Background: an optimization exercise with open tools, aiming at small area and few clock cycles. Do not read the settings as production practice.
The RTL was checked by simulation tests, not by an equivalence proof against the original design.
Power is estimated from default activity; no workload was simulated.

Setup of the reference run:
Design rv_core, start of the top module:
module rv_core (
	input logic clk,
	input logic mif,
	output logic [31:0] o_imem_addr,
	input logic [31:0] i_imem_data,
	output logic [31:0] o_dmem_addr,
	output logic [31:0] o_dmem_wdata,
	output logic [3:0] o_dmem_be,
	output logic o_dmem_we,
	input logic [31:0] i_dmem_rdata,
	output logic o_retire_valid,
	output logic [31:0] o_retire_pc,
	output logic o_retire_we,
	output logic [4:0] o_retire_rd,
	output logic [31:0] o_retire_data
);
	logic [31:0] ins;
	assign ins = i_imem_data;
	logic [6:0] op;
	logic [2:0] f3;
	logic [6:0] f7;
	logic [4:0] rd;
	assign op = ins[6:0];
	assign f3 = ins[14:12];
	assign f7 = ins[31:25];
	assign rd = ins[11:7];
	logic is_lui, is_auipc, is_jal, is_jalr, is_br, is_load, is_store, is_opimm, is_op;
	logic f7_zero, f7_alt;
	assign f7_zero = f7 == 7'b0000000;
	assign f7_alt = f7 == 7'b0100000;
	assign is_lui = op == 7'b0110111;
	assign is_auipc = op == 7'b0010111;
	assign is_jal = op == 7'b1101111;
	assign is_jalr = op == 7'b1100111 && f3 == 3'b000;
	assign is_br = op == 7'b1100011 && f3[2:1] != 2'b01;
	assign is_load = op == 7'b0000011 && f3 != 3'b011 && f3[2:1] != 2'b11;
	assign is_store = op == 7'b0100011 && (f3[2:1] == 2'b00 || f3 == 3'b010);
	assign is_opimm = op == 7'b0010011 && (f3[1:0] != 2'b01 || f7_zero || (f3[2] && f7_alt));
	assign is_op = op == 7'b0110011 && (f7_zero || (f7_alt && !f3[1] && f3[2] == f3[0]));
	logic rd_we;
	assign rd_we = (is_lui || is_auipc || is_jal || is_jalr || is_load || is_opimm || is_op) &&
		rd != 5'd0;
	logic c_alu, c_upper, c_link, c_load;
	assign c_alu = op[4] && !op[6] && !op[2];  
	assign c_upper = op[4] && !op[6] && op[2];  
  ...
Size: ~4500 cells after synthesis, about 1100 flip-flops, roughly 49000 um^2 of cells after synthesis.
clock: 12.0 ns
lec_check: 0
cap_margin: 20
core_margin: 2
core_utilization: 50
cts_buf_list: sky130_fd_sc_hd__clkbuf_16
cts_cluster_diameter: 90
cts_cluster_size: 25
place_density: 0.65
setup_slack_margin: 0.1
slew_margin: 20
synth_hierarchical: 1
synth_minimum_keep_size: 0
standard.sh (not shown) runs the stock make flow with config.mk's settings and CLKGATE_MAP_FILE= SYNTH_SCRIPT=/design/flow/synth_recipe.tcl, a recipe that flattens the netlist after the stock synthesis.
==> flow/flow/run.sh <==
#!/bin/bash
# The standard layout (standard.sh), with plain buf_2 cells as the port buffers instead of the
# delay cells buffer_ports picks by default. make's output goes to standard.log; ORFS keeps each
# step's own log under orfs/logs.
set -e
export BUFFER_PORTS_ARGS="-buffer_cell sky130_fd_sc_hd__buf_2"
bash standard.sh > standard.log 2>&1
The flow for the reference run finished, though final verification flagged negative setup slack.
Testbench counts of the reference run, summed over its fixed seeds: cycles 16,570.
Inputs modified between the reference run and the trial run:
Settings: PLACE_DENSITY changed from 0.65 to 0.7; SLEW_MARGIN changed from 20 to 10; CAP_MARGIN changed from 20 to 10; CORE_UTILIZATION changed from 50 to 55.
==> flow/flow/run.sh <==
#!/bin/bash
# The standard layout (standard.sh), with plain buf_1 cells as the port buffers instead of the
# delay cells buffer_ports picks by default. make's output goes to standard.log; ORFS keeps each
# step's own log under orfs/logs.
set -e
export BUFFER_PORTS_ARGS="-buffer_cell sky130_fd_sc_hd__buf_1"
bash standard.sh > standard.log 2>&1
[summary]
- The layout from the trial run, despite a flow that completed every stage, fails the layout checks, with the failing checks listed as negative setup slack.
- Compared the reference run against the trial run; clock latency at the later pin of the worst-skew pair within noise.
- Higher routed wire length goes to the reference run over the trial run.
- Cmp the reference run and the trial run / clock network power share / higher: the reference run
- Looking at worst supply voltage drop on vdd, the trial run sits 27% higher than the reference run does.
- Total number of nets in the final design: the trial run vs the reference run, no meaningful difference
- Between the trial run and the reference run, the fraction of area in clock buffers and inverters figures differ only marginally.
- Summary of the trial run over the reference run: final setup skew rose 0.023 ns; well tap count moved down.
- The trial run ended up with a lower final cell count than the reference run did.
- Between the reference run and the trial run, the number of ordinary and repair buffers in the finished layout figures differ only marginally.

* * *

rev 12:
rv_core, a different RTL version from the one above (not shown whole).
Size in the first run: ~4400 cells after synthesis, roughly 240 I/O pins, ~49000 µm² of cells after synthesis.
export LEC_CHECK = 0
export CAP_MARGIN = 10
export CORE_MARGIN = 2
export CORE_UTILIZATION = 55
export CTS_BUF_LIST = sky130_fd_sc_hd__clkbuf_16
export CTS_CLUSTER_DIAMETER = 90
export CTS_CLUSTER_SIZE = 25
export PLACE_DENSITY = 0.7
export SETUP_SLACK_MARGIN = 0.3
export SLEW_MARGIN = 10
export SYNTH_HIERARCHICAL = 1
export SYNTH_MINIMUM_KEEP_SIZE = 0
create_clock -name core_clock -period 12.0 [get_ports {clk}]
==> flow/flow/run.sh <==
#!/bin/bash
# The standard layout (standard.sh), with plain buf_2 cells as the port buffers instead of the
# delay cells buffer_ports picks by default. make's output goes to standard.log; ORFS keeps each
# step's own log under orfs/logs.
set -e
export BUFFER_PORTS_ARGS="-buffer_cell sky130_fd_sc_hd__buf_2"
bash standard.sh > standard.log 2>&1
Rev 12 completed every stage of the flow, and the final layout passed the timing, design-rule and antenna checks.
Testbench counts of rev 12, summed over its fixed seeds: cycles 16,570.
Setup changes, rev 12 to rev 13
Settings: SLEW_MARGIN changed from 10 to 20; SETUP_SLACK_MARGIN changed from 0.3 to 0.2; PLACE_DENSITY changed from 0.7 to 0.65; CAP_MARGIN changed from 10 to 20; CORE_UTILIZATION changed from 55 to 50.
Findings:
Global-route wire length before repair, rev 13 vs rev 12: up by a few percent. Rev 13 against rev 12: total routing resource utilization after global routing shrank by 3.1 points; post-route fraction of the period consumed by the critical path shrank by 0.37 points; number of placed instances with taps included grew by 165; flip-flop and latch count held steady.

-- afterwards: timing with drivers on the ports --
Ports are ideal in the flow. The routed layouts listed here were re-timed in OpenROAD.
Step 1: set_driving_cell puts a clkbuf_16 on clk and a buf_2 on each other input, an assumption about the parent block.
Step 2 times the ports against the registers' clock, not the clock port: input delays grow and output delays shrink by t, the midpoint of the rising clock arrivals with the driver on.
a / b / c = no drivers / after step 1 / after step 2; a / b = the first two.
run	t, ns	setup slack, ns	hold slack, ns	clock arrival spread, ns	worst data-port slew with drivers (ns)
the reference run	0.780	-0.027 / -0.047 / -0.047	0.507 / 0.507 / 0.507	0.034 / 0.034	0.10
the trial run	0.758	-0.210 / -0.239 / -0.239	0.503 / 0.503 / 0.503	0.057 / 0.057	0.18
rev 12	0.772	0.222 / 0.199 / 0.199	0.503 / 0.503 / 0.503	0.073 / 0.072	0.10
rev 13	0.803	0.266 / 0.198 / 0.198	0.505 / 0.505 / 0.505	0.048 / 0.048	0.08
For rev 13, which loses most, drivers alone change the setup slack by -0.068 ns; drivers and shift together by -0.068 ns.
